This is an optimization exercise on Yosys and OpenROAD, whose aim is small area, a short achievable clock period and few clock cycles, not a production implementation.
RTL that was checked went through simulation tests only; none was proved equivalent to the original.

==> v2: inputs <==
==> flow/design.v (excerpt) <==
module mdu_sequencer (
    input  logic        clk,
    input  logic        rst,
    input  logic        startE,
    input  logic        mulOrdivE,
    input  logic        mdIsSignE,
    input  logic [31:0] srcaE,
    input  logic [31:0] srcbE,
    input  logic        flushE,
    input  logic        advE,
    output logic        stallMdE,
    output logic        readyE,
    output logic [31:0] hiE,
    output logic [31:0] loE
);
Settings: LEC_CHECK=0, ABC_AREA=1, CAP_MARGIN=20, CORE_MARGIN=2, CORE_UTILIZATION=40, SLEW_MARGIN=20; clock period 11.0 ns.
run.sh (not shown) runs the stock make flow with config.mk's settings and CLKGATE_MAP_FILE= SYNTH_SCRIPT=/design/flow/synth_recipe.tcl, a recipe that flattens the netlist after the stock synthesis.
==> inputs of v12, as changes to v2 <==
==> flow/design.v (replaced) <==
module mdu_sequencer (
    input  logic        clk,
    input  logic        rst,
    input  logic        startE,
    input  logic        mulOrdivE,
    input  logic        mdIsSignE,
    input  logic [31:0] srcaE,
    input  logic [31:0] srcbE,
    input  logic        flushE,
    input  logic        advE,
    output logic        stallMdE,
    output logic        readyE,
    output logic [31:0] hiE,
    output logic [31:0] loE
);
    typedef enum logic [2:0] {
        S_IDLE = 3'd0,
        S_MUL  = 3'd1,
        S_NEGA = 3'd2,
        S_PSUB = 3'd3,
        S_PREP = 3'd4,
        S_DIV  = 3'd5,
        S_NEGR = 3'd6,
        S_DONE = 3'd7
    } state_t;
    state_t       st_q, st_d;
    logic [32:0]  h_q, h_d;       
    logic [31:0]  l_q, l_d;       
    logic [32:0]  y_q, y_d;       
    logic         pb_q, pb_d;     
    logic [4:0]   cnt_q, cnt_d;   
    logic [1:0]   mcls_q, mcls_d; 
    logic         sgn_q, sgn_d;
    logic         bneg_q, bneg_d;
    logic         rneg_q, rneg_d;
    logic         qneg_q, qneg_d;
    function automatic [1:0] lz4(input [3:0] x);
        lz4 = x[3] ? 2'd0 : x[2] ? 2'd1 : x[1] ? 2'd2 : 2'd3;
    endfunction
    function automatic [2:0] lz8(input [7:0] x);
        lz8 = (x[7:4] != 4'd0) ? {1'b0, lz4(x[7:4])} : {1'b1, lz4(x[3:0])};
    endfunction
    function automatic [3:0] lz16(input [15:0] x);
        lz16 = (x[15:8] != 8'd0) ? {1'b0, lz8(x[15:8])} : {1'b1, lz8(x[7:0])};
    endfunction
    function automatic [5:0] lz32(input [31:0] x);
        if (x == 32'd0)                lz32 = 6'd32;
        else if (x[31:16] != 16'd0)    lz32 = {2'b00, lz16(x[31:16])};
        else                           lz32 = {2'b01, lz16(x[15:0])};
    endfunction
    logic        a_neg, b_neg;
    logic [31:0] ua, ub;
    logic [1:0]  cls_a, cls_b, cls;
    logic        swap;
    logic [31:0] ysrc;
    always_comb begin
        a_neg = mdIsSignE & srcaE[31];
        b_neg = mdIsSignE & srcbE[31];
        ua    = a_neg ? ~srcaE : srcaE;
        ub    = b_neg ? ~srcbE : srcbE;
        cls_a = (ua[31:9] == '0) ? 2'd0 : (ua[31:17] == '0) ? 2'd1 : 2'd2;
        cls_b = (ub[31:9] == '0) ? 2'd0 : (ub[31:17] == '0) ? 2'd1 : 2'd2;
        swap  = mulOrdivE | (cls_a < cls_b);     
        cls   = swap ? cls_a : cls_b;
        ysrc  = swap ? srcbE : srcaE;
    end
    logic [5:0]  lza, lzb;
    logic [6:0]  dlen;
    logic [4:0]  dsh;
    logic        dneg, bzero;
    logic [32:0] ysh;
    always_comb begin
        lza   = lz32(h_q[31:0]);
        lzb   = lz32(bneg_q ? ~y_q[31:0] : y_q[31:0]);
        bzero = (y_q[31:0] == '0);
        dlen  = {1'b0, lzb} - {1'b0, lza};       
        dneg  = dlen[6];
        dsh   = dlen[5] ? 5'd31 : dlen[4:0];
        ysh   = y_q << dsh;
    end
    logic        bd1, bd0;
    logic        bsel1, bsel2;
    logic [34:0] mag;
    logic        inv_a, inv_b;
    logic [34:0] add_a, add_b;
    logic [34:0] sum;
    logic        fits;
    function automatic [34:0] add35(input [34:0] a, input [34:0] b, input c);
        logic [34:0] g, p;
        logic [35:0] cy;
        logic [8:0]  gg, gp;
        logic [9:0]  gc;
        integer i, j;
        begin
            g = a & b;
            p = a ^ b;
            for (i = 0; i < 9; i = i + 1) begin
                gg[i] = 1'b0;
                gp[i] = 1'b1;
                for (j = 0; j < 4; j = j + 1) begin
                    if (4 * i + j < 35) begin
                        gg[i] = g[4*i+j] | (p[4*i+j] & gg[i]);
                        gp[i] = gp[i] & p[4*i+j];
                    end
                end
            end
            gc[0] = c;
            for (i = 0; i < 9; i = i + 1) gc[i+1] = gg[i] | (gp[i] & gc[i]);
            for (i = 0; i < 35; i = i + 1) begin
                if (i % 4 == 0) cy[i] = gc[i/4];
                else            cy[i] = g[i-1] | (p[i-1] & cy[i-1]);
            end
            add35 = p ^ cy[34:0];
        end
    endfunction
    always_comb begin
        if (cnt_q == 5'd0 && mcls_q == 2'd2) begin
            bd1 = sgn_q & pb_q;
            bd0 = sgn_q & pb_q;
        end else begin
            bd1 = l_q[1];
            bd0 = l_q[0];
        end
        bsel1 = bd0 ^ pb_q;
        bsel2 = (bd1 & ~bd0 & ~pb_q) | (~bd1 & bd0 & pb_q);
        inv_a = 1'b0;
        case (st_q)
            S_MUL: begin
                mag   = bsel2 ? {y_q[32], y_q, 1'b0} : (bsel1 ? {{2{y_q[32]}}, y_q} : 35'd0);
                inv_b = bd1;
            end
            S_PSUB, S_DIV: begin
                mag   = {{2{y_q[32]}}, y_q};
                inv_b = ~bneg_q;
            end
            default: begin
                mag   = 35'd0;
                inv_b = 1'b0;
                inv_a = 1'b1;
            end
        endcase
        add_a = {{2{h_q[32]}}, h_q} ^ {35{inv_a}};
        add_b = mag ^ {35{inv_b}};
        sum   = add35(add_a, add_b, inv_a | inv_b);
        fits  = ~sum[34];
    end
    logic [66:0] pfull;
    logic [66:0] psh;
    state_t      fix_st;
    always_comb begin
        st_d    = st_q;
        h_d     = h_q;
        l_d     = l_q;
        y_d     = y_q;
        pb_d    = pb_q;
        cnt_d   = cnt_q;
        mcls_d  = mcls_q;
        sgn_d   = sgn_q;
        bneg_d  = bneg_q;
        rneg_d  = rneg_q;
        qneg_d  = qneg_q;
        stallMdE = 1'b0;
        fix_st = rneg_q ? S_NEGR : S_DONE;
        pfull = {sum, l_q};
        psh   = 'x;
        case (st_q)
            S_IDLE: begin
                stallMdE = startE & ~flushE;
                if (startE && !flushE) begin
                    sgn_d  = mdIsSignE;
                    bneg_d = b_neg;
                    rneg_d = a_neg & mulOrdivE;
                    qneg_d = (a_neg ^ b_neg) & mulOrdivE;
                    pb_d   = 1'b0;
                    h_d    = mulOrdivE ? {1'b0, srcaE} : 33'd0;
                    l_d    = swap ? srcaE : srcbE;
                    y_d    = {mdIsSignE & ysrc[31], ysrc};
                    mcls_d = cls;
                    cnt_d  = (cls == 2'd0) ? 5'd4 : (cls == 2'd1) ? 5'd8 : 5'd16;
                    st_d   = !mulOrdivE ? S_MUL :
                             a_neg ? S_NEGA :
                             (a_neg ^ b_neg) ? S_PSUB : S_PREP;
                end
            end
            S_MUL: begin
                stallMdE = 1'b1;
                if (cnt_q != 5'd0) begin
                    psh = {{2{pfull[66]}}, pfull[66:2]};
                    cnt_d = cnt_q - 5'd1;
                end else begin
                    case (mcls_q)
                        2'd0:    psh = {{24{pfull[66]}}, pfull[66:24]};
                        2'd1:    psh = {{16{pfull[66]}}, pfull[66:16]};
                        default: psh = pfull;
                    endcase
                    st_d = S_DONE;
                end
                h_d  = psh[64:32];
                l_d  = psh[31:0];
                pb_d = l_q[1];
                if (flushE) st_d = S_IDLE;
            end
            S_NEGA: begin
                stallMdE = 1'b1;
                h_d  = {1'b0, sum[31:0]};
                st_d = qneg_q ? S_PSUB : S_PREP;
                if (flushE) st_d = S_IDLE;
            end
            S_PSUB: begin
                stallMdE = 1'b1;
                if (fits) begin
                    h_d  = {1'b0, sum[31:0]};
                    st_d = S_PREP;
                end else begin
                    l_d  = 32'd0;
                    st_d = fix_st;
                end
                if (flushE) st_d = S_IDLE;
            end
            S_PREP: begin
                stallMdE = 1'b1;
                if (bzero) begin
                    l_d  = qneg_q ? 32'd1 : 32'hFFFF_FFFF;
                    st_d = fix_st;
                end else if (dneg) begin
                    l_d  = {32{qneg_q}};
                    st_d = fix_st;
                end else begin
                    l_d   = {32{qneg_q}};
                    y_d   = ysh;
                    cnt_d = dsh;
                    st_d  = S_DIV;
                end
                if (flushE) st_d = S_IDLE;
            end
            S_DIV: begin
                stallMdE = 1'b1;
                if (fits) h_d = {1'b0, sum[31:0]};
                l_d   = {l_q[30:0], fits ^ qneg_q};
                y_d   = {y_q[32], y_q[32:1]};
                cnt_d = cnt_q - 5'd1;
                if (cnt_q == 5'd0) st_d = fix_st;
                if (flushE) st_d = S_IDLE;
            end
            S_NEGR: begin
                stallMdE = 1'b1;
                h_d  = {1'b0, sum[31:0]};
                st_d = S_DONE;
                if (flushE) st_d = S_IDLE;
            end
            S_DONE: begin
                if (flushE || advE) st_d = S_IDLE;
            end
            default: st_d = S_IDLE;
        endcase
    end
    always_ff @(posedge clk or posedge rst) begin
        if (rst) st_q <= S_IDLE;
        else     st_q <= st_d;
    end
    always_ff @(posedge clk) begin
        h_q    <= h_d;
        l_q    <= l_d;
        y_q    <= y_d;
        pb_q   <= pb_d;
        cnt_q  <= cnt_d;
        mcls_q <= mcls_d;
        sgn_q  <= sgn_d;
        bneg_q <= bneg_d;
        rneg_q <= rneg_d;
        qneg_q <= qneg_d;
    end
    assign readyE = (st_q == S_DONE);
    assign hiE    = h_q[31:0];
    assign loE    = l_q;
endmodule
==> results.yml <==
status:
  status: "complete, no violations"
routing:
  met1_length_um: 26200
logic_synthesis:
  synth.top_cell.area_share_pct: 23.6
global_routing:
  grt_max_degree: 92
Source of the figures above: v12

==> results.yml <==
routing:
  met1_length_um: 35100
status:
  status: "complete, no violations"
logic_synthesis:
  synth.top_cell.area_share_pct: 21.8
global_routing:
  grt_max_degree: 133
Source of the figures above: v2

Testbench counts of v12, summed over its fixed seeds: cycles 82,306.
Only the layout flow was run in v2; the RTL was not checked for function there.

==> port drivers added, routing unchanged <==
The results above use ideal ports. As a check the final layouts listed here were re-extracted and re-timed, cells and wires unchanged.
Step 1 (the two cells are an assumption about what drives the block):
set clk [get_ports {clk}]
set_driving_cell -lib_cell sky130_fd_sc_hd__clkbuf_16 $clk
set_driving_cell -lib_cell sky130_fd_sc_hd__buf_2 [delete_from_list [all_inputs] $clk]
Step 2, shift: input delay + t, output delay - t, t = (earliest + latest rising clock arrival at the registers) / 2. This alone moves slack from input paths to output paths.
a / b / c = ideal / step 1 / step 2; a / b = the first two.
| run | shift t [ns] | slack for setup (ns) | hold slack, ns | latest minus earliest clock arrival (ns) |
|---|---|---|---|---|
| v2 | 0.497 | 2.594 / 2.594 / 2.594 | 0.642 / 0.642 / 0.642 | 0.017 / 0.018 |
| v12 | 0.485 | 3.540 / 3.540 / 3.540 | 0.621 / 0.621 / 0.621 | 0.015 / 0.016 |
After both steps every run listed still meets setup and hold.
